Source: an optimization exercise on an open RTL-to-GDS flow (aim: small area, a short achievable clock period and few clock cycles per item). Production flows keep margins and buffers that such runs may drop.
No functional check of the RTL was part of any run shown here.
No activity file was given, so power comes from the tool's default toggle rates.

**config.mk**
```make
export PLATFORM = sky130hd
export DESIGN_NAME = fp_coprocessor
export DESIGN_NICKNAME = fp_coprocessor
export VERILOG_FILES = /design/flow/design.v
export SDC_FILE = /design/flow/constraint.sdc
export NUM_CORES = 8
export LEC_CHECK = 0
export ABC_AREA = 1
export CAP_MARGIN = 20
export CORE_MARGIN = 2
export CORE_UTILIZATION = 35
export SLEW_MARGIN = 20
```
**constraint.sdc**
```tcl
create_clock -name core_clock -period 12.0 [get_ports {clk}]
set_input_delay 2.4000 -clock core_clock [delete_from_list [all_inputs] [get_ports {clk}]]
set_output_delay 2.4000 -clock core_clock [all_outputs]
set_load 0.01 [all_outputs]
```
**design.v**
```verilog
package fp_pkg;
  localparam int INSTR_W = 16;
  localparam int NUM_REGS = 16;
  typedef logic [3:0] reg_addr_t;
  typedef enum logic [3:0] {
    op_nop = 4'd0,
    op_add = 4'd1,
    op_sub = 4'd2,
    op_mul = 4'd3,
    op_neg = 4'd4,
    op_abs = 4'd5,
    op_mov = 4'd6
  } opcode_t;
  localparam logic [7:0] ADDR_INSTR    = 8'h00;   
  localparam logic [7:0] ADDR_STATUS   = 8'h04;   
  localparam logic [7:0] ADDR_REG_BASE = 8'h40;   
endpackage
`timescale 1ns/1ns
module fp_add_order
(
  input  logic [31:0] a,
  input  logic [31:0] b,
  input  logic        is_sub,
  input  logic        force_a,    
  input  logic        keep_sml,   
  output logic [22:0] fbig,       
  output logic [23:0] aligned,    
  output logic [7:0]  ebig,       
  output logic        bzero,      
  output logic        sign,       
  output logic        sub         
);
  logic        agb, age, sel_a, bs;
  logic [7:0]  ea, eb, diff;
  logic [22:0] fsml;
  logic        hsml;
  logic [23:0] sml;
  assign ea    = a[30:23];
  assign eb    = b[30:23];
  assign bs    = b[31] ^ is_sub;
  assign agb   = (a[30:0] >= b[30:0]);
  assign age   = (ea >= eb);
  assign sel_a = agb | force_a;
  assign fbig  = sel_a ? a[22:0] : b[22:0];
  assign fsml  = sel_a ? b[22:0] : a[22:0];
  assign ebig  = (age | force_a) ? ea : eb;
  assign bzero = age ? (ea == 8'd0) : (eb == 8'd0);
  assign hsml  = (age ? (eb != 8'd0) : (ea != 8'd0)) & keep_sml;
  assign diff  = age ? ea - eb : eb - ea;
  assign sml   = hsml ? {1'b1, fsml} : 24'd0;
  assign aligned = (diff >= 8'd24) ? 24'd0 : (sml >> diff[4:0]);
  assign sign  = sel_a ? a[31] : bs;
  assign sub   = a[31] ^ bs;
endmodule
module fp_add_sum
(
  input  logic [22:0] fbig,
  input  logic [23:0] aligned,
  input  logic        sub,
  output logic [24:0] sum,
  output logic [4:0]  lz        
);
  logic [24:0] addend;
  logic [31:0] v;
  logic [15:0] z1;              
  logic [15:0] p1;
  logic [7:0]  z2;              
  logic [15:0] p2;
  logic [3:0]  z3;              
  logic [11:0] p3;
  logic [1:0]  z4;              
  logic [7:0]  p4;
  assign addend = {1'b0, aligned} ^ {25{sub}};
  assign sum    = {2'b01, fbig} + addend + {24'd0, sub};
  assign v = {sum[23:0], 1'b1, 7'b0};
  always_comb begin
    for (int i = 0; i < 16; i++) begin
      z1[i] = ~v[2*i+1] & ~v[2*i];
      p1[i] = ~v[2*i+1];
    end
    for (int i = 0; i < 8; i++) begin
      z2[i]         = z1[2*i+1] & z1[2*i];
      p2[2*i +: 2]  = z1[2*i+1] ? {1'b1, p1[2*i]} : {1'b0, p1[2*i+1]};
    end
    for (int i = 0; i < 4; i++) begin
      z3[i]         = z2[2*i+1] & z2[2*i];
      p3[3*i +: 3]  = z2[2*i+1] ? {1'b1, p2[4*i +: 2]} : {1'b0, p2[4*i+2 +: 2]};
    end
    for (int i = 0; i < 2; i++) begin
      z4[i]         = z3[2*i+1] & z3[2*i];
      p4[4*i +: 4]  = z3[2*i+1] ? {1'b1, p3[6*i +: 3]} : {1'b0, p3[6*i+3 +: 3]};
    end
    lz = z4[1] ? {1'b1, p4[3:0]} : {1'b0, p4[7:4]};
  end
endmodule
module fp_add_pack
(
  input  logic [24:0] sum,
  input  logic [4:0]  lz,
  input  logic [7:0]  e,        
  input  logic        sign,
  input  logic        sub,
  input  logic        bzero,    
  input  logic        pass,     
  output logic [31:0] result
);
  logic [23:0] norm;
  logic [7:0]  xn;
  logic        zero, ovf, unf;
  always_comb begin
    if (sum[24]) begin
      norm = sum[24:1];
      xn   = e + 8'd1;
      ovf  = (e >= 8'd254);
      unf  = 1'b0;
    end else begin
      norm = sum[23:0] << lz;
      xn   = e - {3'b0, lz};
      ovf  = (e == 8'd255) && (lz == 5'd0);
      unf  = ({3'b0, lz} >= e);
    end
  end
  assign zero = bzero || (sum == 25'd0);
  always_comb begin
    if (pass) result = {sign, e, sum[22:0]};
    else if (zero) result = {sign & ~sub, 31'b0};   
    else if (ovf) result = {sign, 8'hff, 23'b0};
    else if (unf) result = {sign, 31'b0};
    else result = {sign, xn, norm[22:0]};
  end
endmodule
`timescale 1ns/1ns
module fp_booth_digits
(
  input  logic        ph,         
  input  logic [22:0] fb,         
  output logic [5:0]  one,
  output logic [5:0]  two,
  output logic [5:0]  neg
);
  logic [23:0] y;
  logic [12:0] yb;                
  assign y  = {1'b1, fb};
  assign yb = ph ? y[23:11] : {y[11:0], 1'b0};
  always_comb begin
    for (int i = 0; i < 6; i++) begin
      one[i] = yb[2*i+1] ^ yb[2*i];
      two[i] = (yb[2*i+2] & ~yb[2*i+1] & ~yb[2*i]) | (~yb[2*i+2] & yb[2*i+1] & yb[2*i]);
      neg[i] = yb[2*i+2];
    end
  end
endmodule
module fp_mul_tree
(
  input  logic        ph,         
  input  logic [22:0] fa,         
  input  logic [5:0]  one,        
  input  logic [5:0]  two,
  input  logic [5:0]  neg,
  input  logic [37:0] acc_s,      
  input  logic [37:0] acc_c,
  output logic [37:0] nacc_s,     
  output logic [37:0] nacc_c,
  output logic [35:0] row_s,      
  output logic [35:0] row_c
);
  logic [23:0] x;
  logic [39:0] pp [9];            
  logic        acc_k;             
  assign x  = {1'b1, fa};
  always_comb begin
    logic [24:0] mag, sel;
    for (int i = 0; i < 9; i++) pp[i] = '0;
    for (int i = 0; i < 6; i++) begin
      mag    = one[i] ? {1'b0, x} : (two[i] ? {x, 1'b0} : 25'd0);
      sel    = mag ^ {25{neg[i]}};
      if (i == 0) begin
        pp[0][27:0] = ph ? {1'b0, 1'b1, ~neg[0], sel} : {~neg[0], neg[0], neg[0], sel};
      end else begin
        pp[i][2*i +: 27] = {1'b1, ~neg[i], sel};
        pp[i][2*i-2]     = neg[i-1];
      end
    end
    pp[6][25:0] = ph ? acc_s[37:12] : 26'd0;
    pp[7][25:0] = ph ? acc_c[37:12] : 26'd0;
    pp[8][35:12] = ph ? x : 24'd0;
    pp[8][10]    = neg[5];
    pp[8][0]     = ph & acc_k;
  end
  function automatic logic [79:0] csa(input logic [39:0] a, input logic [39:0] b,
                                      input logic [39:0] c);
    logic [39:0] s, k;
    s = a ^ b ^ c;
    k = (a & b) | (a & c) | (b & c);
    csa = {k[38:0], 1'b0, s};
  endfunction
  logic [39:0] l1 [6];
  logic [39:0] l2 [4];
  logic [39:0] l3 [3];
  logic [39:0] l4 [2];
  assign {l1[1], l1[0]} = csa(pp[0], pp[1], pp[2]);
  assign {l1[3], l1[2]} = csa(pp[3], pp[4], pp[5]);
  assign {l1[5], l1[4]} = csa(pp[6], pp[7], pp[8]);
  assign {l2[1], l2[0]} = csa(l1[0], l1[1], l1[2]);
  assign {l2[3], l2[2]} = csa(l1[3], l1[4], l1[5]);
  assign {l3[1], l3[0]} = csa(l2[0], l2[1], l2[2]);
  assign l3[2] = l2[3];
  assign {l4[1], l4[0]} = csa(l3[0], l3[1], l3[2]);
  logic [12:0] low0;
  assign low0   = {1'b0, acc_s[11:0]} + {1'b0, acc_c[11:0]};
  assign acc_k  = low0[12];
  assign nacc_s = l4[0][37:0];
  assign nacc_c = l4[1][37:0];
  assign row_s = l4[0][35:0];
  assign row_c = l4[1][35:0];
endmodule
module fp_mul_pack
(
  input  logic [35:0] row_s,    
  input  logic [35:0] row_c,
  input  logic [7:0]  xe,       
  input  logic        zero0,    
  input  logic        zero1,    
  input  logic        inf0,     
  input  logic        inf1,     
  input  logic        sign,
  output logic [31:0] result
);
  logic [35:0] pw;
  logic [24:0] p;               
  logic [22:0] frac;
  logic [7:0]  xn;
  logic        z, f;
  assign pw   = row_s + row_c;
  assign p    = pw[35:11];
  assign frac = p[24] ? p[23:1] : p[22:0];
  assign xn   = p[24] ? xe + 8'd1 : xe;
  assign z    = p[24] ? zero1 : zero0;
  assign f    = p[24] ? inf1 : inf0;
  always_comb begin
    if (z) result = {sign, 31'b0};
    else if (f) result = {sign, 8'hff, 23'b0};
    else result = {sign, xn, frac};
  end
endmodule
`timescale 1ns/1ns
module fp_sign_unit
(
  input  logic [2:0] op,
  input  logic       s,
  output logic       new_sign
);
  always_comb begin
    case (op)
      3'd4:    new_sign = ~s;     
      3'd5:    new_sign = 1'b0;   
      default: new_sign = s;      
    endcase
  end
endmodule
`timescale 1ns/1ns
module reg_file
(
  input  logic        clk,
  input  logic [15:0] wen,
  input  logic [31:0] wd,
  input  logic [3:0]  ra1,
  input  logic [3:0]  ra2,
  input  logic [15:0] hsel,
  output logic [31:0] rd1,
  output logic [31:0] rd2,
  output logic [31:0] hrd
);
  logic [31:0] regs [16];
  always_ff @(posedge clk) begin
    for (int i = 0; i < 16; i++) begin
      if (wen[i]) regs[i] <= wd;
    end
  end
  assign rd1 = regs[ra1];
  assign rd2 = regs[ra2];
  always_comb begin
    hrd = '0;
    for (int i = 0; i < 16; i++) hrd = hrd | (regs[i] & {32{hsel[i]}});
  end
endmodule
`timescale 1ns/1ns
module fp_coprocessor
#(
  parameter int QD = 3
)
(
  input  logic        clk,
  input  logic        reset,
  input  logic [7:0]  paddr,
  input  logic        psel,
  input  logic        penable,
  input  logic        pwrite,
  input  logic [31:0] pwdata,
  output logic [31:0] prdata,
  output logic        pready,
  output logic        pslverr
);
  logic [14:0]   q [QD];
  logic [QD-1:0] qv;
  logic          mph;          
  logic [14:0]   ri;           
  logic          back_q;       
  logic        hw_q;           
  logic [3:0]  hidx_q;
  logic        iw_q;           
  logic        pslverr_q;
  logic [15:0] hsel_q;         
  logic [5:0]  stat_q;         
  logic        reset_q;
  logic [15:0] wen_q;          
  logic        x0_v, x0_ph;
  logic [2:0]  x0_op;
  logic [31:0] x0_a, x0_b;
  logic        x1_v, x1_ph, x1_mul, x1_pass, x1_sign, x1_sub, x1_bzero, x1_mz;
  logic [3:0]  x1_dest;
  logic [22:0] x1_fbig;
  logic [23:0] x1_aligned;
  logic [8:0]  x1_ex;
  logic [5:0]  x1_one, x1_two, x1_neg;
  logic [37:0] acc_s, acc_c;
  logic        x2_v, x2_mul, x2_pass, x2_sign, x2_sub, x2_bzero;
  logic        x2_z0, x2_z1, x2_i0, x2_i1;
  logic [3:0]  x2_dest;
  logic [24:0] x2_sum;
  logic [4:0]  x2_lz;
  logic [35:0] x2_rs, x2_rc;
  logic [7:0]  x2_e;
  logic        wb2_v;
  logic [3:0]  wb2_dest;
  logic [31:0] wb2_data;
  logic        setup, is_instr, is_status, is_reg, hwr_now;
  assign setup     = psel & ~penable;
  assign is_instr  = (paddr == fp_pkg::ADDR_INSTR);
  assign is_status = (paddr == fp_pkg::ADDR_STATUS);
  assign is_reg    = (paddr[7:6] == fp_pkg::ADDR_REG_BASE[7:6]) && (paddr[1:0] == 2'b00);
  assign hwr_now   = setup & pwrite & ~paddr[7] & paddr[6];
  logic [31:0] rf_wd;
  logic [31:0] rda, rdb, hrd;
  reg_file reg_file_i (
    .clk(clk), .wen(wen_q), .wd(rf_wd),
    .ra1(q[0][7:4]), .ra2(q[0][3:0]), .hsel(hsel_q),
    .rd1(rda), .rd2(rdb), .hrd(hrd)
  );
  logic [2:0] op;
  logic [3:0] dest, src1, src2;
  logic       uses2, is_mul, hazard, block, issue, deq, kill;
  assign op   = q[0][14:12];
  assign dest = q[0][11:8];
  assign src1 = q[0][7:4];
  assign src2 = q[0][3:0];
  function automatic logic busy(input logic [3:0] r, input logic va, input logic [3:0] da,
                                input logic vb, input logic [3:0] db,
                                input logic vc, input logic [3:0] dc);
    busy = (va && (da == r)) || (vb && (db == r)) || (vc && (dc == r));
  endfunction
  assign uses2  = ~op[2];   
  assign is_mul = (op == 3'd3);
  assign hazard = busy(src1, x0_v, ri[11:8], x1_v, x1_dest, x2_v, x2_dest) ||
                  (uses2 && busy(src2, x0_v, ri[11:8], x1_v, x1_dest, x2_v, x2_dest));
  assign block  = hw_q | wb2_v | back_q;
  assign issue  = mph | (qv[0] & ~hazard & ~block);
  assign deq    = issue & ~(is_mul & ~mph);
  assign kill   = issue & hwr_now;
  always_ff @(posedge clk) begin
    ri    <= q[0];
    x0_ph <= mph;
    x0_op <= op;
    x0_a  <= rda;
    x0_b  <= rdb;
  end
  logic        x_sub, x_mul, x_pass, psign, osign, osub, bzero;
  logic [22:0] fbig;
  logic [23:0] aligned;
  logic [7:0]  ea, eb, ebig;
  logic [5:0]  one, two, neg;
  assign x_sub  = (x0_op == 3'd2);
  assign x_mul  = (x0_op == 3'd3);
  assign x_pass = x0_op[2];
  assign ea     = x0_a[30:23];
  assign eb     = x0_b[30:23];
  fp_add_order fp_add_order_i (
    .a(x0_a), .b(x0_b), .is_sub(x_sub), .force_a(x_mul | x_pass), .keep_sml(~x_pass),
    .fbig(fbig), .aligned(aligned), .ebig(ebig), .bzero(bzero), .sign(osign), .sub(osub)
  );
  fp_sign_unit fp_sign_unit_i (.op(x0_op), .s(x0_a[31]), .new_sign(psign));
  fp_booth_digits fp_booth_digits_i (.ph(x0_ph), .fb(x0_b[22:0]), .one(one), .two(two), .neg(neg));
  always_ff @(posedge clk) begin
    x1_ph      <= x0_ph;
    x1_dest    <= ri[11:8];
    x1_mul     <= x_mul;
    x1_pass    <= x_pass;
    x1_fbig    <= fbig;
    x1_aligned <= aligned;
    x1_one     <= one;
    x1_two     <= two;
    x1_neg     <= neg;
    x1_bzero   <= bzero;
    x1_ex      <= x_mul ? {1'b0, ea} + {1'b0, eb} : {1'b0, ebig};
    x1_mz      <= (ea == 8'd0) | (eb == 8'd0);
    x1_sub     <= ~x_pass & osub;
    x1_sign    <= x_pass ? psign : (x_mul ? (x0_a[31] ^ x0_b[31]) : osign);
  end
  logic [24:0] sum;
  logic [4:0]  lz;
  logic [35:0] rs, rc;
  logic [37:0] nacc_s, nacc_c;
  fp_add_sum fp_add_sum_i (
    .fbig(x1_fbig), .aligned(x1_aligned), .sub(x1_sub), .sum(sum), .lz(lz)
  );
  fp_mul_tree fp_mul_tree_i (
    .ph(x1_ph), .fa(x1_fbig), .one(x1_one), .two(x1_two), .neg(x1_neg),
    .acc_s(acc_s), .acc_c(acc_c), .nacc_s(nacc_s), .nacc_c(nacc_c),
    .row_s(rs), .row_c(rc)
  );
  always_ff @(posedge clk) begin
    acc_s <= nacc_s;
    acc_c <= nacc_c;
  end
  always_ff @(posedge clk) begin
    x2_dest  <= x1_dest;
    x2_mul   <= x1_mul;
    x2_pass  <= x1_pass;
    x2_sign  <= x1_sign;
    x2_sub   <= x1_sub;
    x2_bzero <= x1_bzero;
    x2_sum   <= sum;
    x2_lz    <= lz;
    x2_rs    <= rs;
    x2_rc    <= rc;
    x2_e     <= x1_mul ? x1_ex[7:0] + 8'd129 : x1_ex[7:0];
    x2_z0    <= x1_mz | (x1_ex <= 9'd127);
    x2_z1    <= x1_mz | (x1_ex <= 9'd126);
    x2_i0    <= (x1_ex >= 9'd382);
    x2_i1    <= (x1_ex >= 9'd381);
  end
  logic [31:0] add_res, mul_res, res;
  fp_add_pack fp_add_pack_i (
    .sum(x2_sum), .lz(x2_lz), .e(x2_e), .sign(x2_sign), .sub(x2_sub), .bzero(x2_bzero),
    .pass(x2_pass), .result(add_res)
  );
  fp_mul_pack fp_mul_pack_i (
    .row_s(x2_rs), .row_c(x2_rc), .xe(x2_e),
    .zero0(x2_z0), .zero1(x2_z1), .inf0(x2_i0), .inf1(x2_i1),
    .sign(x2_sign), .result(mul_res)
  );
  assign res = x2_mul ? mul_res : add_res;
  logic       hw_d, wb2_v_d, x2_v_d, wen_any;
  logic [3:0] wb2_dest_d, wa_d;
  assign rf_wd = reset_q ? 32'd0 : ((hw_q | wb2_v) ? (hw_q ? pwdata : wb2_data) : res);
  always_ff @(posedge clk) begin
    if (x2_v & (hw_q | wb2_v)) begin
      wb2_dest <= x2_dest;
      wb2_data <= res;
    end
  end
  assign hw_d       = setup & is_reg & pwrite;
  assign wb2_v_d    = (x2_v & (hw_q | wb2_v)) | (wb2_v & hw_q);
  assign wb2_dest_d = (x2_v & (hw_q | wb2_v)) ? x2_dest : wb2_dest;
  assign x2_v_d     = x1_v & ~(x1_mul & ~x1_ph);
  assign wen_any    = hw_d | wb2_v_d | x2_v_d;
  assign wa_d       = hw_d ? paddr[5:2] : (wb2_v_d ? wb2_dest_d : x1_dest);
  always_ff @(posedge clk) begin
    for (int i = 0; i < 16; i++) wen_q[i] <= reset | (~reset & wen_any & (wa_d == i));
  end
  logic [14:0]   qnew;
  logic [QD-1:0] sv, at;
  logic [14:0]   sq [QD];
  assign qnew = {pwdata[14:12], pwdata[11:0]};
  always_comb begin
    for (int i = 0; i < QD; i++) begin
      if (back_q) begin
        sv[i] = (i == 0) ? 1'b1 : qv[i-1];
        sq[i] = (i == 0) ? ri : q[i-1];
      end else if (deq) begin
        sv[i] = (i < QD-1) ? qv[i+1] : 1'b0;
        sq[i] = (i < QD-1) ? q[i+1] : q[i];
      end else begin
        sv[i] = qv[i];
        sq[i] = q[i];
      end
    end
    for (int i = 0; i < QD; i++) at[i] = iw_q & ~sv[i] & ((i == 0) ? 1'b1 : sv[i-1]);
  end
  always_ff @(posedge clk) begin
    for (int i = 0; i < QD; i++) q[i] <= at[i] ? qnew : sq[i];
  end
  always_ff @(posedge clk) begin
    if (reset) begin
      qv     <= '0;
      mph    <= 1'b0;
      back_q <= 1'b0;
      x0_v   <= 1'b0;
      x1_v   <= 1'b0;
      x2_v   <= 1'b0;
      wb2_v  <= 1'b0;
    end else begin
      qv     <= sv | at;
      mph    <= issue & is_mul & ~mph & ~kill;
      back_q <= kill & deq;
      x0_v   <= issue & ~kill;
      x1_v   <= x0_v;
      x2_v   <= x2_v_d;
      wb2_v  <= wb2_v_d;
    end
  end
  logic        op_ok, room, err;
  logic [3:0]  op4;
  logic [31:0] status;
  assign op4   = pwdata[15:12];
  assign op_ok = (op4 <= 4'd6);
  assign room  = ~qv[QD-1] | deq;
  always_comb begin
    if (is_instr) err = ~pwrite | ~op_ok | ((op4 != 4'd0) & ~room);
    else if (is_reg) err = 1'b0;   
    else if (is_status) err = pwrite;
    else err = 1'b1;
  end
  assign status = {26'b0, qv[0], back_q, x0_v, x1_v, x2_v & wb2_v, 1'b0};
  always_ff @(posedge clk) begin
    if (reset) begin
      hw_q      <= 1'b0;
      iw_q      <= 1'b0;
      pslverr_q <= 1'b0;
    end else begin
      hw_q      <= hw_d;
      iw_q      <= setup & is_instr & pwrite & op_ok & (op4 != 4'd0) & room;
      pslverr_q <= setup & err;
    end
  end
  always_ff @(posedge clk) begin
    reset_q <= reset;
    hidx_q  <= paddr[5:2];
    for (int i = 0; i < 16; i++) hsel_q[i] <= setup & ~pwrite & is_reg & (paddr[5:2] == i);
    stat_q  <= (setup & is_status) ? status[5:0] : 6'd0;
  end
  assign pready  = 1'b1;
  assign pslverr = pslverr_q;
  assign prdata  = hrd | {26'd0, stat_q};
endmodule
```
**run.sh**
```bash
#!/bin/bash
# synth_recipe.tcl (not shown) runs the flow's synth.tcl, then flattens the netlist and writes it again
# the make line also repeats each setting of config.mk as NAME=value (left out here)
make -C /OpenROAD-flow-scripts/flow DESIGN_CONFIG=/design/flow/config.mk WORK_HOME=/design/flow/orfs CLKGATE_MAP_FILE= SYNTH_SCRIPT=/design/flow/synth_recipe.tcl finish
```
==> results of run 1 <==
## Yosys cell counts (11+ instances only)
library cell and number:
a2111oi_0 46, a211oi_1 36, a21oi_1 230, a221oi_1 65
a22o_1 24, a22oi_1 34, a31oi_1 11, buf_1 42
buf_2 18, clkbuf_1 245, clkinv_1 12, dfxtp_1 341
edfxtp_1 589, fa_1 172, ha_1 150, inv_1 874
nand2_1 1476, nand3_1 233, nand3b_1 24, nand4_1 115
nor2_1 270, nor3_1 86, nor4_1 15, o2111ai_1 69
o211ai_1 101, o21ai_0 345, o21ai_1 11, o221ai_1 20
o22ai_1 388, o31ai_1 12, xnor2_1 39, xor2_1 203
## layout make-up
type                       count  share of cell area, %
antenna                        3                0.01211
inverter                     896                  5.424
timing repair buffer         212                  2.930
multi-input combinational   4266                  42.35
tap                         2058                  4.153
sequential                   930                  39.57
clock buffer                 132                  4.581
clock inverter                62                 0.9787
## state kept, by name, indices dropped and copies added, names as in the netlist, 3 cells and up
register,flops
reg_file_i.regs,512
q,45
acc_c,36
x2_rs,33
wb2_data,32
x0_a,32
x0_b,32
x2_sum,25
x1_aligned,24
x1_fbig,23
hsel_q,16
wen_q,16
ri,13
x1_ex,9
x2_e,8
x1_neg,6
x1_one,6
x1_two,6
stat_q,5
x2_lz,5
wb2_dest,4
x1_dest,4
x2_dest,4
qv,3
## layer usage
| metal | track usage, % | up-vias | wire, um |
|---|---|---|---|
| met4 | 13.88 | 8 | 13380 |
| li1 | - | 22076 | - |
| met3 | 5.624 | 788 | 23090 |
| met1 | 32.90 | 23649 | 83560 |
| met5 | 0 | - | 47 |
| met2 | 41.45 | 3243 | 97030 |
## cells by family (layout without fill, tap and decap cells)
| group | Yosys count | count (layout) | synth area share, % |
|---|---|---|---|
| AND/OR/NAND/NOR | 2246 | 2246 | 16.95 |
| AO/OA/AOI/OAI | 1450 | 1450 | 16.75 |
| buffers and inverters | 1214 | 1302 | 8.392 |
| flip-flops | 930 | 930 | 44.31 |
| adder cells (fa/ha/maj) | 322 | 322 | 9.616 |
| XOR/XNOR | 243 | 243 | 3.881 |
| multiplexers | 4 | 4 | 0.09498 |
| other | 1 | 4 | 0.006778 |
## worst register-to-register path, delay by kind of cell (launching register included)
| family | cells | cell delay (ps) |
|---|---|---|
| adders and majority gates | 4 | 2120 |
| buffers and inverters | 2 | 710 |
| DFF | 1 | 340 |
| AOI/OAI and AO/OA | 1 | 460 |
| xor gates and xnor gates | 1 | 150 |
| and+or+nand+nor | 1 | 900 |
## through the flow
| stage | std cells | hold WS [ps] | cell area (um^2) | total power, mW | worst slack [ps] |
|---|---|---|---|---|---|
| final | 8559 | 317.0 | 62010 | 12.35 | 5237 |
| after CTS | 8554 | 311.5 | 61940 | 12.37 | 5397 |
| after detailed placement | 8360 | 312.1 | 58490 | 9.160 | 6253 |
| after global placement | 8360 | 312.9 | 58490 | 9.104 | 5939 |
| after global routing | 8556 | 316.1 | 62000 | 13.06 | 5217 |
| after floorplan | 6410 | 309.6 | 55330 | 7.399 | 7800 |
## final timing paths
| kind | startpoint | to | slack (ps) |
|---|---|---|---|
| worst max register to register | x1_one[2] | x2_rs[12] | 7130 |
| worst min register to register | x1_bzero | x2_bzero | 320 |
| worst min-delay path | x1_bzero | x2_bzero | 320 |
| worst max-delay path | hsel_q[0] | prdata[27] | 5240 |
## power by group through the flow
stage / registers [mW] / clock network, mW / logic (mW)
after floorplan: 4.30 / 0 / 3.10
after global placement: 4.43 / 0 / 4.68
after detailed placement: 4.43 / 0 / 4.73
after CTS: 4.37 / 3.25 / 4.75
after global routing: 4.42 / 3.37 / 5.27
final: 4.38 / 3.22 / 4.74
==> parameters.txt, run 1 <==
Parameter                              Value

Cells and area
  Commonest non-fill, non-tap cell in the layout ... nand2_1
  Area growth from synthesis to final layout ... 12.07%
  Area of the multi-input gates ... 26260 um^2
  Area occupied by registers ... 24530 um^2
  Final cell utilization of the core ... 39.60%
  Final-layout fill cell count ... 15555
  Most frequent cells in the layout ... nand2_1 (1470), inv_1 (871), edfxtp_1 (589)
  Number of nets in the finished design ... 6778
  Ratio of cells with drive above 1 in the final layout ... 5.971%

Power and ir drop
  Clk pwr share ... 26.1%
  Internal ... 7.459 mW
  Net switching power ... 4.891 mW
  P per Cell Area ... 199.2 nW/um^2
  Peak supply drop ... 143.7 uV
  Sequential cell fraction of total power ... 35.5%
  Part of the total power dissipated in combinational logic ... 38.4%
  LEAKAGE ... 25.40 nW
  Net switching share of the total power ... 39.60%

Run status
  Result of the run ... finished clean

Synth
  Fraction of registers with async set/reset ... 0%
  Number of distinct library cells after synthesis ... 67
  Fraction of synthesized cell area taken by the top area cell type ... 31.97%
  Most used flip-flop cell after synthesis ... edfxtp_1
  Post-synth EDFFs ... 589
  Gate Count Post-Synth ... 6410
  Net count of the mapped netlist ... 6777
  #FFs+latches synth ... 930
  Mean post-synth cell area ... 8.632 um^2
  Seq/Total Area, Yosys ... 44.31%
  Largest cells by area after synthesis ... edfxtp_1 (32%), dfxtp_1 (12%), nand2_1 (10%)
  Warnings, synthesis ... 18
  Post-synth top area cell ... edfxtp_1
  Combined area of all synthesized cells ... 55330 um^2

Critical path
  Cell breakdown of the critical path ... inv_1 -> buf_4 -> o21ai_0 -> a2111oi_1 -> buf_4 -> o2111ai_1 -> a221oi_1 -> nand4_1 -> clkdlybuf4s50_1
  Crit path max-delay family ... buffers and inverters
  Arrival time of the worst setup path ... 4360 ps
  Critical path class ... reg2out
  Maximum fanout encountered on the critical timing path ... 18
  Reg2reg path depth ... 9
  Highest-delay cell along the critical path ... a2111oi_1
  Sort of element at the start of the critical path ... register
  Logic depth of the worst setup path including buffers ... 9
  Crit path top cell by count ... buf_4
  Delay contributed by the slowest stage of the critical path ... 930 ps
  Data required time at the worst endpoint ... 9600 ps
  Worst Setup End Kind ... primary output
  Critical path buffers and inverters ... 4

Clock tree
  # H-tree levels ... 3
  Hold_buf cts ... 0
  Clock transition at path regs ... 60 ps
  Maximum number of buffers from clock root to sink ... 3
  Number of buffers created by CTS ... 105
  Clock Sinks ... 930
  Clock latency on the worst-skew pair ... 790 ps
  Count of buffers added by post-CTS timing repair for setup ... 0
  CTS tree ... built
  Clock root buffer ... clkbuf_16
  Post-CTS resize count ... 0

Placement
  Routability congestion estimate from global placement ... 0.9562
  Number of buffer cells added on primary ports ... 77
  HPWL after DPL ... 150900 um

STA
  Crit path time final ... 6763 ps
  Post-Route Setup TNS ... 0 ps
  Unrepaired setup endpoints after global routing ... false
  Relative slew margins ... 16.41%
  Setup Skew ... 122.0 ps
  Maximum achievable frequency ... 147.9 MHz
  Number of setup violations in the final report ... 0
  Final-report max-slew violation count ... 0
  Tightest Pin Transition ... 1251 ps
  Period Utilization, post-route ... 56.36%
  Endpoints failing hold ... 0

Flow run
  Total of max-cap violations ... 0

Die
  Die height ... 401.6 um
  Row count ... 145
  DIE WIDTH ... 401.6 um
  Initial core utilization ... 35.34%
  Floorplan die area ... 161300 um^2
  Area of the placeable core ... 156600 um^2
  # IOs ... 79

Global routing
  Number of antenna violations at the first check in global routing ... 9
  Global router's overall resource usage ... 25.99%
  Maximum number of pins on one net before global-route repair ... 78
  First-pass GRT wire length ... 314300 um
  Aggregate global routing overflow ... 0
  Number of global-route vias before repair ... 47782

Detailed routing
  Number of routed nets with antenna violations ... 0
  Vias/cell ... 5.814
  DRC Markers ... 0
  Vias ... 49764
  Average wire per cell in the routed design ... 25.37 um
  DRT iter0 DRCs ... 6997
  DR pass1 iterations ... 10
  Sum of routed wire length over all layers ... 217100 um

Hold path
  Hold depth ... 0
  Kind of path behind the tightest hold check ... reg2reg
==> inputs of run 2 (changes only) <==
--- a/design.v
+++ b/design.v
@@ -23,6 +23,9 @@
   input  logic        is_sub,
   input  logic        force_a,    
   input  logic        keep_sml,   
+  input  logic        age,        
+  input  logic        eq,         
+  input  logic [7:0]  diff,       
   output logic [22:0] fbig,       
   output logic [23:0] aligned,    
   output logic [7:0]  ebig,       
@@ -30,25 +33,26 @@
   output logic        sign,       
   output logic        sub         
 );
-  logic        agb, age, sel_a, bs;
-  logic [7:0]  ea, eb, diff;
-  logic [22:0] fsml;
-  logic        hsml;
-  logic [23:0] sml;
+  logic        agb, sel_e, sel_a, bs, eqswap, hsml;
+  logic [7:0]  ea, eb;
+  logic [22:0] fbe, fse;
+  logic [23:0] sml, shifted;
   assign ea    = a[30:23];
   assign eb    = b[30:23];
   assign bs    = b[31] ^ is_sub;
+  assign sel_e = age | force_a;
+  assign fbe   = sel_e ? a[22:0] : b[22:0];
+  assign fse   = sel_e ? b[22:0] : a[22:0];
+  assign ebig  = sel_e ? ea : eb;
+  assign bzero = (ebig == 8'd0);
+  assign hsml  = (sel_e ? (eb != 8'd0) : (ea != 8'd0)) & keep_sml;
+  assign sml   = hsml ? {1'b1, fse} : 24'd0;
+  assign shifted = (diff >= 8'd24) ? 24'd0 : (sml >> diff[4:0]);
   assign agb   = (a[30:0] >= b[30:0]);
-  assign age   = (ea >= eb);
+  assign eqswap = eq & ~agb & ~force_a;
+  assign fbig  = eqswap ? fse : fbe;
+  assign aligned = eqswap ? {hsml, fbe} : shifted;
   assign sel_a = agb | force_a;
-  assign fbig  = sel_a ? a[22:0] : b[22:0];
-  assign fsml  = sel_a ? b[22:0] : a[22:0];
-  assign ebig  = (age | force_a) ? ea : eb;
-  assign bzero = age ? (ea == 8'd0) : (eb == 8'd0);
-  assign hsml  = (age ? (eb != 8'd0) : (ea != 8'd0)) & keep_sml;
-  assign diff  = age ? ea - eb : eb - ea;
-  assign sml   = hsml ? {1'b1, fsml} : 24'd0;
-  assign aligned = (diff >= 8'd24) ? 24'd0 : (sml >> diff[4:0]);
   assign sign  = sel_a ? a[31] : bs;
   assign sub   = a[31] ^ bs;
 endmodule
@@ -159,10 +163,9 @@
   input  logic [5:0]  neg,
   input  logic [37:0] acc_s,      
   input  logic [37:0] acc_c,
-  output logic [37:0] nacc_s,     
-  output logic [37:0] nacc_c,
-  output logic [35:0] row_s,      
-  output logic [35:0] row_c
+  output logic [37:0] row_s,      
+  output logic [37:0] row_c,      
+  output logic        cin         
 );
   logic [23:0] x;
   logic [39:0] pp [9];            
@@ -185,7 +188,6 @@
     pp[7][25:0] = ph ? acc_c[37:12] : 26'd0;
     pp[8][35:12] = ph ? x : 24'd0;
     pp[8][10]    = neg[5];
-    pp[8][0]     = ph & acc_k;
   end
   function automatic logic [79:0] csa(input logic [39:0] a, input logic [39:0] b,
                                       input logic [39:0] c);
@@ -209,15 +211,17 @@
   logic [12:0] low0;
   assign low0   = {1'b0, acc_s[11:0]} + {1'b0, acc_c[11:0]};
   assign acc_k  = low0[12];
-  assign nacc_s = l4[0][37:0];
-  assign nacc_c = l4[1][37:0];
-  assign row_s = l4[0][35:0];
-  assign row_c = l4[1][35:0];
+  logic [11:0] low1;
+  assign row_s = l4[0][37:0];
+  assign row_c = l4[1][37:0];
+  assign low1  = {1'b0, l4[0][10:0]} + {1'b0, l4[1][10:0]} + {11'd0, acc_k};
+  assign cin   = low1[11];
 endmodule
 module fp_mul_pack
 (
-  input  logic [35:0] row_s,    
-  input  logic [35:0] row_c,
+  input  logic [24:0] row_s,    
+  input  logic [24:0] row_c,
+  input  logic        cin,      
   input  logic [7:0]  xe,       
   input  logic        zero0,    
   input  logic        zero1,    
@@ -226,13 +230,11 @@
   input  logic        sign,
   output logic [31:0] result
 );
-  logic [35:0] pw;
   logic [24:0] p;               
   logic [22:0] frac;
   logic [7:0]  xn;
   logic        z, f;
-  assign pw   = row_s + row_c;
-  assign p    = pw[35:11];
+  assign p    = row_s + row_c + {24'd0, cin};
   assign frac = p[24] ? p[23:1] : p[22:0];
   assign xn   = p[24] ? xe + 8'd1 : xe;
   assign z    = p[24] ? zero1 : zero0;
@@ -262,27 +264,28 @@
 module reg_file
 (
   input  logic        clk,
-  input  logic [15:0] wen,
+  input  logic        reset,
+  input  logic        we,
+  input  logic [3:0]  wa,
   input  logic [31:0] wd,
   input  logic [3:0]  ra1,
   input  logic [3:0]  ra2,
-  input  logic [15:0] hsel,
+  input  logic [3:0]  ra3,
   output logic [31:0] rd1,
   output logic [31:0] rd2,
-  output logic [31:0] hrd
+  output logic [31:0] rd3
 );
   logic [31:0] regs [16];
+  logic [31:0] wd_eff;
+  assign wd_eff = reset ? 32'd0 : wd;
   always_ff @(posedge clk) begin
     for (int i = 0; i < 16; i++) begin
-      if (wen[i]) regs[i] <= wd;
+      if (reset || (we && (wa == i))) regs[i] <= wd_eff;
     end
   end
   assign rd1 = regs[ra1];
   assign rd2 = regs[ra2];
-  always_comb begin
-    hrd = '0;
-    for (int i = 0; i < 16; i++) hrd = hrd | (regs[i] & {32{hsel[i]}});
-  end
+  assign rd3 = regs[ra3];
 endmodule
 `timescale 1ns/1ns
 module fp_coprocessor
@@ -310,42 +313,46 @@
   logic [3:0]  hidx_q;
   logic        iw_q;           
   logic        pslverr_q;
-  logic [15:0] hsel_q;         
-  logic [5:0]  stat_q;         
+  logic [31:0] prdata_q;
   logic        reset_q;
-  logic [15:0] wen_q;          
   logic        x0_v, x0_ph;
   logic [2:0]  x0_op;
   logic [31:0] x0_a, x0_b;
+  logic        x0_age, x0_eq;
+  logic [7:0]  x0_diff;
   logic        x1_v, x1_ph, x1_mul, x1_pass, x1_sign, x1_sub, x1_bzero, x1_mz;
   logic [3:0]  x1_dest;
   logic [22:0] x1_fbig;
   logic [23:0] x1_aligned;
   logic [8:0]  x1_ex;
   logic [5:0]  x1_one, x1_two, x1_neg;
-  logic [37:0] acc_s, acc_c;
   logic        x2_v, x2_mul, x2_pass, x2_sign, x2_sub, x2_bzero;
   logic        x2_z0, x2_z1, x2_i0, x2_i1;
   logic [3:0]  x2_dest;
   logic [24:0] x2_sum;
   logic [4:0]  x2_lz;
-  logic [35:0] x2_rs, x2_rc;
+  logic [37:0] x2_rs, x2_rc;   
+  logic        x2_cin;
   logic [7:0]  x2_e;
   logic        wb2_v;
   logic [3:0]  wb2_dest;
   logic [31:0] wb2_data;
-  logic        setup, is_instr, is_status, is_reg, hwr_now;
+  logic        setup, is_instr, is_status, is_reg, hrd_now, hwr_now;
   assign setup     = psel & ~penable;
   assign is_instr  = (paddr == fp_pkg::ADDR_INSTR);
   assign is_status = (paddr == fp_pkg::ADDR_STATUS);
   assign is_reg    = (paddr[7:6] == fp_pkg::ADDR_REG_BASE[7:6]) && (paddr[1:0] == 2'b00);
+  assign hrd_now   = paddr[6];
   assign hwr_now   = setup & pwrite & ~paddr[7] & paddr[6];
+  logic        rf_we;
+  logic [3:0]  rf_wa;
   logic [31:0] rf_wd;
-  logic [31:0] rda, rdb, hrd;
+  logic [31:0] rda, rdb, rde;
   reg_file reg_file_i (
-    .clk(clk), .wen(wen_q), .wd(rf_wd),
-    .ra1(q[0][7:4]), .ra2(q[0][3:0]), .hsel(hsel_q),
-    .rd1(rda), .rd2(rdb), .hrd(hrd)
+    .clk(clk), .reset(reset_q),
+    .we(rf_we), .wa(rf_wa), .wd(rf_wd),
+    .ra1(q[0][7:4]), .ra2(hrd_now ? paddr[5:2] : q[0][3:0]), .ra3(q[0][3:0]),
+    .rd1(rda), .rd2(rdb), .rd3(rde)
   );
   logic [2:0] op;
   logic [3:0] dest, src1, src2;
@@ -366,13 +373,16 @@
   assign block  = hw_q | wb2_v | back_q;
   assign issue  = mph | (qv[0] & ~hazard & ~block);
   assign deq    = issue & ~(is_mul & ~mph);
-  assign kill   = issue & hwr_now;
+  assign kill   = issue & ((hrd_now & uses2) | hwr_now);
   always_ff @(posedge clk) begin
     ri    <= q[0];
     x0_ph <= mph;
     x0_op <= op;
     x0_a  <= rda;
     x0_b  <= rdb;
+    x0_age  <= (rda[30:23] >= rde[30:23]);
+    x0_eq   <= (rda[30:23] == rde[30:23]);
+    x0_diff <= (rda[30:23] >= rde[30:23]) ? rda[30:23] - rde[30:23] : rde[30:23] - rda[30:23];
   end
   logic        x_sub, x_mul, x_pass, psign, osign, osub, bzero;
   logic [22:0] fbig;
@@ -386,6 +396,7 @@
   assign eb     = x0_b[30:23];
   fp_add_order fp_add_order_i (
     .a(x0_a), .b(x0_b), .is_sub(x_sub), .force_a(x_mul | x_pass), .keep_sml(~x_pass),
+    .age(x0_age), .eq(x0_eq), .diff(x0_diff),
     .fbig(fbig), .aligned(aligned), .ebig(ebig), .bzero(bzero), .sign(osign), .sub(osub)
   );
   fp_sign_unit fp_sign_unit_i (.op(x0_op), .s(x0_a[31]), .new_sign(psign));
@@ -408,21 +419,16 @@
   end
   logic [24:0] sum;
   logic [4:0]  lz;
-  logic [35:0] rs, rc;
-  logic [37:0] nacc_s, nacc_c;
+  logic [37:0] rs, rc;
+  logic        cin;
   fp_add_sum fp_add_sum_i (
     .fbig(x1_fbig), .aligned(x1_aligned), .sub(x1_sub), .sum(sum), .lz(lz)
   );
   fp_mul_tree fp_mul_tree_i (
     .ph(x1_ph), .fa(x1_fbig), .one(x1_one), .two(x1_two), .neg(x1_neg),
-    .acc_s(acc_s), .acc_c(acc_c), .nacc_s(nacc_s), .nacc_c(nacc_c),
-    .row_s(rs), .row_c(rc)
+    .acc_s(x2_rs), .acc_c(x2_rc), .row_s(rs), .row_c(rc), .cin(cin)
   );
   always_ff @(posedge clk) begin
-    acc_s <= nacc_s;
-    acc_c <= nacc_c;
-  end
-  always_ff @(posedge clk) begin
     x2_dest  <= x1_dest;
     x2_mul   <= x1_mul;
     x2_pass  <= x1_pass;
@@ -433,6 +439,7 @@
     x2_lz    <= lz;
     x2_rs    <= rs;
     x2_rc    <= rc;
+    x2_cin   <= cin;
     x2_e     <= x1_mul ? x1_ex[7:0] + 8'd129 : x1_ex[7:0];
     x2_z0    <= x1_mz | (x1_ex <= 9'd127);
     x2_z1    <= x1_mz | (x1_ex <= 9'd126);
@@ -445,29 +452,20 @@
     .pass(x2_pass), .result(add_res)
   );
   fp_mul_pack fp_mul_pack_i (
-    .row_s(x2_rs), .row_c(x2_rc), .xe(x2_e),
+    .row_s(x2_rs[35:11]), .row_c(x2_rc[35:11]), .cin(x2_cin), .xe(x2_e),
     .zero0(x2_z0), .zero1(x2_z1), .inf0(x2_i0), .inf1(x2_i1),
     .sign(x2_sign), .result(mul_res)
   );
   assign res = x2_mul ? mul_res : add_res;
-  logic       hw_d, wb2_v_d, x2_v_d, wen_any;
-  logic [3:0] wb2_dest_d, wa_d;
-  assign rf_wd = reset_q ? 32'd0 : ((hw_q | wb2_v) ? (hw_q ? pwdata : wb2_data) : res);
+  assign rf_we = hw_q | wb2_v | x2_v;
+  assign rf_wa = hw_q ? hidx_q : (wb2_v ? wb2_dest : x2_dest);
+  assign rf_wd = (hw_q | wb2_v) ? (hw_q ? pwdata : wb2_data) : res;
   always_ff @(posedge clk) begin
     if (x2_v & (hw_q | wb2_v)) begin
       wb2_dest <= x2_dest;
       wb2_data <= res;
     end
   end
-  assign hw_d       = setup & is_reg & pwrite;
-  assign wb2_v_d    = (x2_v & (hw_q | wb2_v)) | (wb2_v & hw_q);
-  assign wb2_dest_d = (x2_v & (hw_q | wb2_v)) ? x2_dest : wb2_dest;
-  assign x2_v_d     = x1_v & ~(x1_mul & ~x1_ph);
-  assign wen_any    = hw_d | wb2_v_d | x2_v_d;
-  assign wa_d       = hw_d ? paddr[5:2] : (wb2_v_d ? wb2_dest_d : x1_dest);
-  always_ff @(posedge clk) begin
-    for (int i = 0; i < 16; i++) wen_q[i] <= reset | (~reset & wen_any & (wa_d == i));
-  end
   logic [14:0]   qnew;
   logic [QD-1:0] sv, at;
   logic [14:0]   sq [QD];
@@ -505,8 +503,8 @@
       back_q <= kill & deq;
       x0_v   <= issue & ~kill;
       x1_v   <= x0_v;
-      x2_v   <= x2_v_d;
-      wb2_v  <= wb2_v_d;
+      x2_v   <= x1_v & ~(x1_mul & ~x1_ph);
+      wb2_v  <= (x2_v & (hw_q | wb2_v)) | (wb2_v & hw_q);
     end
   end
   logic        op_ok, room, err;
@@ -528,18 +526,17 @@
       iw_q      <= 1'b0;
       pslverr_q <= 1'b0;
     end else begin
-      hw_q      <= hw_d;
+      hw_q      <= setup & is_reg & pwrite;
       iw_q      <= setup & is_instr & pwrite & op_ok & (op4 != 4'd0) & room;
       pslverr_q <= setup & err;
     end
   end
   always_ff @(posedge clk) begin
-    reset_q <= reset;
-    hidx_q  <= paddr[5:2];
-    for (int i = 0; i < 16; i++) hsel_q[i] <= setup & ~pwrite & is_reg & (paddr[5:2] == i);
-    stat_q  <= (setup & is_status) ? status[5:0] : 6'd0;
+    reset_q  <= reset;
+    hidx_q   <= paddr[5:2];
+    prdata_q <= paddr[6] ? (rdb & {32{~reset_q}}) : status;
   end
   assign pready  = 1'b1;
   assign pslverr = pslverr_q;
-  assign prdata  = hrd | {26'd0, stat_q};
+  assign prdata  = prdata_q;
 endmodule
--- a/config.mk
+++ b/config.mk
@@ -5,8 +5,7 @@
 export SDC_FILE = /design/flow/constraint.sdc
 export NUM_CORES = 8
 export LEC_CHECK = 0
-export ABC_AREA = 1
-export CAP_MARGIN = 20
+export CAP_MARGIN = 60
 export CORE_MARGIN = 2
 export CORE_UTILIZATION = 35
-export SLEW_MARGIN = 20
+export SLEW_MARGIN = 60
==> run 2 against run 1 <==
Still clean. Power up 17%. Combinational power up 36%. Register-to-register slack got worse by 690 ps. Largest cell class unchanged.
==> parameters.txt, run 2 <==
Parameter                              Value

Clock tree
  # H-tree levels ... 3 (unchanged)
  Count of buffers added by post-CTS timing repair for setup ... 0 (unchanged)
  Number of buffers created by CTS ... 96 (was 105)
  Clock latency on the worst-skew pair ... 740 ps (was 790 ps)
  Post-CTS resize count ... 0 (unchanged)
  Clock Sinks ... 940 (was 930)
  Clock transition at path regs ... 60 ps (about the same)
  CTS tree ... built (unchanged)
  Maximum number of buffers from clock root to sink ... 3 (unchanged)
  Hold_buf cts ... 0 (unchanged)
  Clock root buffer ... clkbuf_16 (unchanged)

Cells and area
  Area of the multi-input gates ... 27100 um^2 (was 26260 um^2)
  Flip-flop count of the largest register after layout ... 512 (unchanged)
  Area growth from synthesis to final layout ... 14.34% (was 12.07%)
  Commonest non-fill, non-tap cell in the layout ... edfxtp_1 (was nand2_1)
  Ratio of cells with drive above 1 in the final layout ... 12.31% (was 5.971%)
  Most frequent cells in the layout ... edfxtp_1 (593), a22oi_1 (438), dfxtp_1 (323) (was nand2_1 (1470), inv_1 (871), edfxtp_1 (589))
  Final-layout fill cell count ... 14465 (was 15555)
  Area occupied by registers ... 24790 um^2 (was 24530 um^2)
  Number of nets in the finished design ... 5349 (was 6778)
  Leading registers by flop count ... reg_file_i.regs (512), q (45), x2_rc (36) (was reg_file_i.regs (512), q (45), acc_c (36))
  Largest register by flop count ... reg_file_i.regs (unchanged)

Power and ir drop
  P per Cell Area ... 236.4 nW/um^2 (was 199.2 nW/um^2)
  Peak supply drop ... 161.5 uV (was 143.7 uV)
  LEAKAGE ... 22.59 nW (was 25.40 nW)

Die
  Area of the placeable core ... 151900 um^2 (was 156600 um^2)
  Initial core utilization ... 35.22% (was 35.34%)
  Die height ... 395.0 um (was 401.6 um)
  Row count ... 143 (was 145)
  # IOs ... 79 (unchanged)
  DIE WIDTH ... 395.0 um (was 401.6 um)
  Floorplan die area ... 156000 um^2 (was 161300 um^2)

Global routing
  Number of global-route vias before repair ... 42276 (was 47782)
  Maximum number of pins on one net before global-route repair ... 75 (was 78)
  Global router's overall resource usage ... 25.34% (was 25.99%)
  Number of antenna violations at the first check in global routing ... 5 (was 9)
  First-pass GRT wire length ... 292700 um (was 314300 um)
  Aggregate global routing overflow ... 0 (unchanged)

STA
  Endpoints failing hold ... 0 (unchanged)
  Relative slew margins ... 54.02% (was 16.41%)
  Post-Route Setup TNS ... 0 ps (unchanged)
  Crit path time final ... 5558 ps (was 6763 ps)
  Final-report max-slew violation count ... 0 (unchanged)
  Final worst hold slack ... 326.2 ps (was 317.0 ps)
  Number of setup violations in the final report ... 0 (unchanged)
  Tightest Pin Transition ... 689.7 ps (was 1251 ps)
  Unrepaired setup endpoints after global routing ... false (unchanged)
  Setup Skew ... 80.28 ps (was 122.0 ps)
  Period Utilization, post-route ... 46.32% (was 56.36%)
  Maximum achievable frequency ... 179.9 MHz (was 147.9 MHz)

Detailed routing
  Number of routed nets with antenna violations ... 0 (unchanged)
  DR pass1 iterations ... 8 (was 10)
  DRT iter0 DRCs ... 5854 (was 6997)
  DRC Markers ... 0 (unchanged)
  Sum of routed wire length over all layers ... 203500 um (was 217100 um)
  Average wire per cell in the routed design ... 28.74 um (was 25.37 um)
  Vias ... 43711 (was 49764)
  Vias/cell ... 6.174 (was 5.814)

Synth
  Combined area of all synthesized cells ... 53500 um^2 (was 55330 um^2)
  Seq/Total Area, Yosys ... 46.27% (was 44.31%)
  #FFs+latches synth ... 940 (was 930)
  Net count of the mapped netlist ... 5366 (was 6777)
  Number of distinct library cells after synthesis ... 81 (was 67)
  Fraction of registers with async set/reset ... 0% (unchanged)
  Most used flip-flop cell after synthesis ... edfxtp_1 (unchanged)
  Most common library cells after synthesis ... edfxtp_1 (593), a22oi_1 (438), dfxtp_1 (347) (was nand2_1 (1476), inv_1 (874), edfxtp_1 (589))
  Post-synth EDFFs ... 593 (was 589)
  Gate Count Post-Synth ... 4979 (was 6410)
  Largest cells by area after synthesis ... edfxtp_1 (33%), dfxtp_1 (13%), fa_1 (6.5%) (was edfxtp_1 (32%), dfxtp_1 (12%), nand2_1 (10%))
  Fraction of synthesized cell area taken by the top area cell type ... 33.29% (was 31.97%)
  Warnings, synthesis ... 18 (unchanged)
  Post-synth top area cell ... edfxtp_1 (unchanged)
  Count leader, synth ... edfxtp_1 (was nand2_1)
  Mean post-synth cell area ... 10.74 um^2 (was 8.632 um^2)

Critical path
  Data required time at the worst endpoint ... 12600 ps (was 9600 ps)
  Critical path class ... reg2reg (was reg2out)
  Worst Setup End Kind ... register (was primary output)
  Arrival time of the worst setup path ... 6160 ps (was 4360 ps)
  Maximum fanout encountered on the critical timing path ... 27 (was 18)
  Sort of element at the start of the critical path ... register (unchanged)

Placement
  Routability congestion estimate from global placement ... 0.9616 (was 0.9562)
  HPWL after DPL ... 134700 um (was 150900 um)
  Number of buffer cells added on primary ports ... 77 (unchanged)

Run status
  Result of the run ... finished clean (unchanged)

Flow run
  Total of max-cap violations ... 0 (unchanged)

Hold path
  Kind of path behind the tightest hold check ... reg2reg (unchanged)
## run 2: changes by cell type in the layout (fill, tap and decap cells not counted), sizes merged, moves of 137 or more
cell,before,now
a22oi,34,438
inv,886,312
mux2i,4,141
nand2,1482,325
o21ai,362,217
o22ai,393,40
xnor2,39,181
## run 2: logic make-up (layout without fill, tap and decap cells)
| group | after synthesis | in the layout | synth area share [%] |
|---|---|---|---|
| xor gates and xnor gates | 275 | 275 | 4.502 |
| other | 1 | 7 | 0.007010 |
| AOI/OAI and AO/OA | 1414 | 1414 | 18.35 |
| muxes | 263 | 263 | 5.859 |
| and+or+nand+nor | 1096 | 1096 | 10.02 |
| buffers and inverters | 648 | 713 | 4.566 |
| DFF | 940 | 940 | 46.27 |
| adders and majority gates | 342 | 342 | 10.43 |
## run 2: cell type report
type | count | share of cell area [%]
Antenna cell | 6 | 0.02455
Clock buffer | 116 | 4.234
Clock inverter | 64 | 1.385
Inverter | 303 | 1.865
Multi-Input combinational cell | 3391 | 44.31
Sequential cell | 940 | 40.52
Tap cell | 2030 | 4.152
Timing Repair Buffer | 230 | 3.506
## run 2: critical path: stages (launching register included)
cell      delay (ps)
edfxtp_1         680
nand2b_1         430
nor2_4           160
buf_4            370
a22o_1           310
a221oi_1         240
nand3_1          110
o22a_1           330
inv_1            110
ha_1             170
inv_1             70
fa_1             410
a21o_1           170
a21oi_1          180
o221ai_1         300
buf_4            270
mux2i_1          130
a221o_1          300
nand2_1           90
nand4_1          110
a31oi_1          200
o21ai_0          110
xnor2_1          140
## run 2: where the power goes
group          switching, mW  internal [mW]
Sequential             0.576           4.18
Combinational           3.90           2.57
Clock                   1.39           1.85
## run 2: path summary, 6_finish.rpt
path | from | endpoint | slack [ps] | cells after the start
worst min register to register | x1_pass | x2_pass | 330 | 0
worst max-delay path | q[0][5] | x0_diff[7] | 6440 | 22
worst max register to register | q[0][5] | x0_diff[7] | 6440 | 22
worst min-delay path | x1_pass | x2_pass | 330 | 0
## run 2: through the flow
step           instances  cell area [um^2]  power, mW  setup WS, ps  util [%]
2_1_floorplan       4979             53500      8.578          7184         -
3_3_place_gp        6861             56860      11.14          6237     37.43
3_5_place_dp        6885             57510      11.24          6458     37.86
4_1_cts             7065             60940      14.51          6555     40.12
5_1_grt             7074             61150      15.32          6168     40.26
6_report            7080             61170      14.46          6442     40.27
## run 2: metal layers
| metal | GRT usage (%) | routed length, um |
|---|---|---|
| met5 | 0 | 17 |
| met4 | 14.25 | 13760 |
| met3 | 6.838 | 23450 |
| met2 | 39.55 | 90900 |
| met1 | 31.70 | 75350 |
==> inputs of run 3 (changes only) <==
==> flow/run.sh (new file) <==
#!/bin/bash
# Own layout flow: the standard ORFS flow, with the port buffers made
# from buf_4 cells instead of the resizer's default choice, and the
# post-placement timing repair asked to keep a setup margin.
# Each step's full output stays in orfs/logs/; make's own output goes to
# flow_make.log in the work folder.
set -euo pipefail
bash standard.sh \
  BUFFER_PORTS_ARGS="-buffer_cell sky130_fd_sc_hd__buf_4" \
  SETUP_SLACK_MARGIN=8 \
  finish > flow_make.log 2>&1
==> standard.sh (new file) <==
#!/bin/bash
# synth_recipe.tcl (not shown) runs the flow's synth.tcl, then flattens the netlist and writes it again
# the make line also repeats each setting of config.mk as NAME=value (left out here)
make -C /OpenROAD-flow-scripts/flow DESIGN_CONFIG=/design/flow/config.mk WORK_HOME=/design/flow/orfs CLKGATE_MAP_FILE= SYNTH_SCRIPT=/design/flow/synth_recipe.tcl "${@:-finish}"
removed: run.sh
==> run 3 against run 2 <==
Now fails the layout checks on max-capacitance violations, max-slew violations. Largest cell class unchanged. Clock skew grew 5.4 ps. Fmax rose by 25%. Die area unchanged. Non-clock buffer count increased by 144. Synthesized cell count unchanged. Via count up 3.5%. First-iteration DRC count up 30%. Clock power decreased by 1%. Cell area rose by 5.2%. Highest routed layer unchanged. Critical endpoint is now x2_cin. Worst setup slack gained 1100 ps. Core utilization rose by 2.1 points. Largest power group unchanged.
==> parameters.txt, run 3 <==
Parameter                              Value

Run status
  Result of the run ... finished with violations (was finished clean)
  SO Viols ... max-capacitance violations, max-slew violations

Synth
  Post-synth top area cell ... edfxtp_1 (unchanged)
  Mux cell area share after synthesis ... 5.859% (unchanged)
  Synthesized-area fraction occupied by ao, oa, aoi and oai cells ... 18.35% (unchanged)
  Number of distinct library cells after synthesis ... 81 (unchanged)
  Main combinational cell family by area after synthesis ... compound AO/OA/AOI/OAI gates (unchanged)
  Fraction of synthesized cell area taken by the top area cell type ... 33.29% (unchanged)
  #FFs+latches synth ... 940 (unchanged)
  Net count of the mapped netlist ... 5366 (unchanged)
  Most used flip-flop cell after synthesis ... edfxtp_1 (unchanged)
  Fraction of registers with async set/reset ... 0% (unchanged)
  Seq/Total Area, Yosys ... 46.27% (unchanged)
  Post-synthesis xor/xnor area fraction ... 4.502% (unchanged)
  Count leader, synth ... edfxtp_1 (unchanged)
  Gate Count Post-Synth ... 4979 (unchanged)
  Warnings, synthesis ... 18 (unchanged)
  Synthesized-area fraction occupied by and/or/nand/nor cells ... 10.02% (unchanged)
  Largest cells by area after synthesis ... edfxtp_1 (33%), dfxtp_1 (13%), fa_1 (6.5%) (unchanged)
  Combined area of all synthesized cells ... 53500 um^2 (unchanged)
  Post-synth EDFFs ... 593 (unchanged)
  Most common library cells after synthesis ... edfxtp_1 (593), a22oi_1 (438), dfxtp_1 (347) (unchanged)
  Share of synthesized cell area in full adder, half adder and majority cells ... 10.43% (unchanged)
  Mean post-synth cell area ... 10.74 um^2 (unchanged)

Clock tree
  Clock latency on the worst-skew pair ... 780 ps (was 740 ps)
  Maximum number of buffers from clock root to sink ... 3 (unchanged)
  # H-tree levels ... 3 (unchanged)
  Clock transition at path regs ... 70 ps (was 60 ps)
  Hold_buf cts ... 0 (unchanged)
  Clock root buffer ... clkbuf_16 (unchanged)
  Number of buffers created by CTS ... 101 (was 96)
  Clock Sinks ... 940 (unchanged)
  CTS tree ... built (unchanged)

Detailed routing
  DRT iter0 DRCs ... 7622 (was 5854)
  Average wire per cell in the routed design ... 30.30 um (was 28.74 um)
  DR pass1 iterations ... 12 (was 8)
  Number of routed nets with antenna violations ... 0 (unchanged)
  Sum of routed wire length over all layers ... 219600 um (was 203500 um)
  Vias ... 45232 (was 43711)
  Vias/cell ... 6.241 (was 6.174)
  DRC Markers ... 0 (unchanged)

STA
  Unrepaired setup endpoints after global routing ... true (was false)
  Post-Route Setup TNS ... 0 ps (unchanged)
  Maximum achievable frequency ... 225.2 MHz (was 179.9 MHz)
  Period Utilization, post-route ... 37.00% (was 46.32%)
  Post-route setup slack ... 7560 ps (was 6442 ps)
  Relative slew margins ... -31.13% (was 54.02%)
  Crit path time final ... 4440 ps (was 5558 ps)
  Final-report max-slew violation count ... 8 (was 0)
  Number of setup violations in the final report ... 0 (unchanged)
  Tightest Pin Transition ... 1963 ps (was 689.7 ps)
  Setup Skew ... 85.68 ps (was 80.28 ps)
  Endpoints failing hold ... 0 (unchanged)

Critical path
  Internal reg-to-reg setup slack ... 7560 ps (was 6440 ps)
  Delay contributed by the slowest stage of the critical path ... 550 ps (was 680 ps)
  Worst Setup End Kind ... register (unchanged)
  Critical path class ... reg2reg (unchanged)
  Critical path buffers and inverters ... 2 (was 4)
  Maximum fanout encountered on the critical timing path ... 15 (was 27)
  Arrival time of the worst setup path ... 5050 ps (was 6160 ps)
  FF-to-FF Start ... x1_one[1] (was q[0][5])
  Data required time at the worst endpoint ... 12610 ps (was 12600 ps)
  Cell breakdown of the critical path ... buf_12 -> nor2b_4 -> a22oi_2 -> xor2_1 -> fa_1 -> inv_1 -> fa_1 -> fa_1 -> fa_1 -> ha_4 -> a21oi_1 -> nor2b_1 -> o21ai_1 -> nand2b_1 -> a21oi_1 -> nor2b_1 -> o21ai_1 -> nand2b_1 -> a221oi_2 -> o21ai_1 (was nand2b_1 -> nor2_4 -> buf_4 -> a22o_1 -> a221oi_1 -> nand3_1 -> o22a_1 -> inv_1 -> ha_1 -> inv_1 -> fa_1 -> a21o_1 -> a21oi_1 -> o221ai_1 -> buf_4 -> mux2i_1 -> a221o_1 -> nand2_1 -> nand4_1 -> a31oi_1 -> o21ai_0 -> xnor2_1)
  Launching element of the worst setup path ... x1_one[1] (was q[0][5])
  Sort of element at the start of the critical path ... register (unchanged)
  Crit path max-delay family ... adder cells (was compound AO/OA/AOI/OAI gates)
  Highest-delay cell along the critical path ... fa_1 (was edfxtp_1)
  Crit path top cell by count ... fa_1

Power and ir drop
  Part of the total power dissipated in combinational logic ... 46.1% (was 44.7%)
  LEAKAGE ... 24.02 nW (was 22.59 nW)
  Internal ... 8.816 mW (was 8.599 mW)
  Net switching share of the total power ... 40.57% (was 40.54%)
  Clk pwr share ... 21.6% (was 22.4%)
  Net switching power ... 6.017 mW (was 5.863 mW)
  Sequential cell fraction of total power ... 32.3% (was 32.9%)
  P per Cell Area ... 230.5 nW/um^2 (was 236.4 nW/um^2)
  Peak supply drop ... 164.8 uV (was 161.5 uV)

Cells and area
  Flip-flop count of the largest register after layout ... 512 (unchanged)
  Largest register by flop count ... reg_file_i.regs (unchanged)
  Ratio of cells with drive above 1 in the final layout ... 19.64% (was 12.31%)
  Area growth from synthesis to final layout ... 20.28% (was 14.34%)
  Most frequent cells in the layout ... edfxtp_1 (593), a22oi_1 (402), dfxtp_1 (309) (was edfxtp_1 (593), a22oi_1 (438), dfxtp_1 (323))
  Leading registers by flop count ... reg_file_i.regs (512), q (45), x2_rc (36) (unchanged)
  Number of nets in the finished design ... 5506 (was 5349)
  Final-layout fill cell count ... 14111 (was 14465)
  Final standard cell area without fillers ... 64340 um^2 (was 61170 um^2)
  Final cell count without fillers ... 7248 (was 7080)
  Commonest non-fill, non-tap cell in the layout ... edfxtp_1 (unchanged)

Global routing
  Maximum number of pins on one net before global-route repair ... 59 (was 75)
  Number of antenna violations at the first check in global routing ... 21 (was 5)
  First-pass GRT wire length ... 305300 um (was 292700 um)
  Global router's overall resource usage ... 26.59% (was 25.34%)
  Aggregate global routing overflow ... 0 (unchanged)
  Number of global-route vias before repair ... 42480 (was 42276)

Placement
  HPWL after DPL ... 135500 um (was 134700 um)
  Routability congestion estimate from global placement ... 0.9448 (was 0.9616)
  Post-Place Worst Slack ... 7054 ps (was 6458 ps)
  Number of buffer cells added on primary ports ... 77 (unchanged)
  Post-Place Cells ... 6887 (was 6885)
  Placed inst area ... 57830 um^2 (was 57510 um^2)

Hold path
  Hold path start ... x1_sign (was x1_pass)
  Kind of path behind the tightest hold check ... reg2reg (unchanged)

Die
  DIE WIDTH ... 395.0 um (unchanged)
  Die height ... 395.0 um (unchanged)
  # IOs ... 79 (unchanged)
  Row count ... 143 (unchanged)
  Area of the placeable core ... 151900 um^2 (unchanged)
  Floorplan die area ... 156000 um^2 (unchanged)
  Initial core utilization ... 35.22% (unchanged)

Flow run
  Total of max-cap violations ... 2 (was 0)
[run 3: final cells by class]
class	count	area, um^2	area share (%)
Clock buffer	126	2755	4.282
Clock inverter	66	655.6	1.019
Multi-Input combinational cell	3399	28490	44.27
Timing Repair Buffer	374	3904	6.067
Antenna cell	10	25.02	0.03889
Inverter	303	1162	1.807
Sequential cell	940	24810	38.56
Tap cell	2030	2540	3.948
[run 3: worst paths after layout]
kind | endpoint | depth (start not counted)
worst min register to register | x2_sign | 0
worst max register to register | x2_cin | 20
worst min-delay path | x2_sign | 0
worst max-delay path | x2_cin | 20
[run 3: power by group through the flow]
stage,Sequential [mW],Clock [mW],Combinational [mW]
2_1_floorplan,4.49,0,4.15
3_3_place_gp,4.81,0,5.93
3_5_place_dp,4.81,0,6.08
4_1_cts,4.75,3.23,6.33
5_1_grt,4.81,3.36,7.52
6_report,4.79,3.20,6.85
[run 3: logic make-up (layout without fill, tap and decap cells)]
logic type,Yosys count,count (layout)
AND/OR/NAND/NOR,1096,1098
other,1,11
flip-flops,940,940
buffers and inverters,648,869
multiplexers,263,263
XOR/XNOR,275,275
adder cells (fa/ha/maj),342,342
AO/OA/AOI/OAI,1414,1420
[run 3: stage by stage]
step | hold WS [ps] | util (%) | total power [mW]
2_1_floorplan | 309.6 | - | 8.645
3_3_place_gp | 314.5 | 37.62 | 10.74
3_5_place_dp | 312.1 | 38.07 | 10.89
4_1_cts | 327.3 | 41.44 | 14.30
5_1_grt | 331.4 | 42.35 | 15.69
6_report | 328.5 | 42.36 | 14.83
[run 3: metal layers]
layer  GRT usage [%]  vias up  routed length (um)
met5          0.3695        -                 471
met2           39.95     3344               93090
met4           12.36       14               13070
met1           35.11    22148               84190
met3           7.880      829               28780
li1                -    18897                   -
[run 3: what timing repair did]
action                                  in CTS  in global routing
setup buffers                               72                 60
endpoints found under the hold margin        0                  0
endpoints found under the setup margin     578                557
cloned                                      13                 10
pin swaps                                   38                 48
resized for setup                          178                121

re-timing with driven ports:
In the flow no input, the clock included, has a driving cell. The finished layouts below were timed again as built, in two steps. Step 1, drivers: a clkbuf_16 drives clk and a buf_2 each remaining input, both assumed. Step 2 moves the port delays by t, midway between the first and last clock arrival at a register: inputs arrive t later, outputs are due t later. That takes back most of the time a late clock gives input paths. Slacks: ideal ports / drivers / drivers and shift; pairs: ideal ports / drivers.
run | t, ns | setup WS [ns] | cell pins on the clock port's net
run 1 | 0.808 | 5.237 / 5.160 / 5.968 | 1
run 2 | 0.772 | 6.442 / 6.442 / 6.369 | 1
run 3 | 0.818 | 7.560 / 7.560 / 7.202 | 1
For run 3, which loses most, drivers alone change the setup slack by 0.000 ns; drivers and shift together by -0.358 ns.
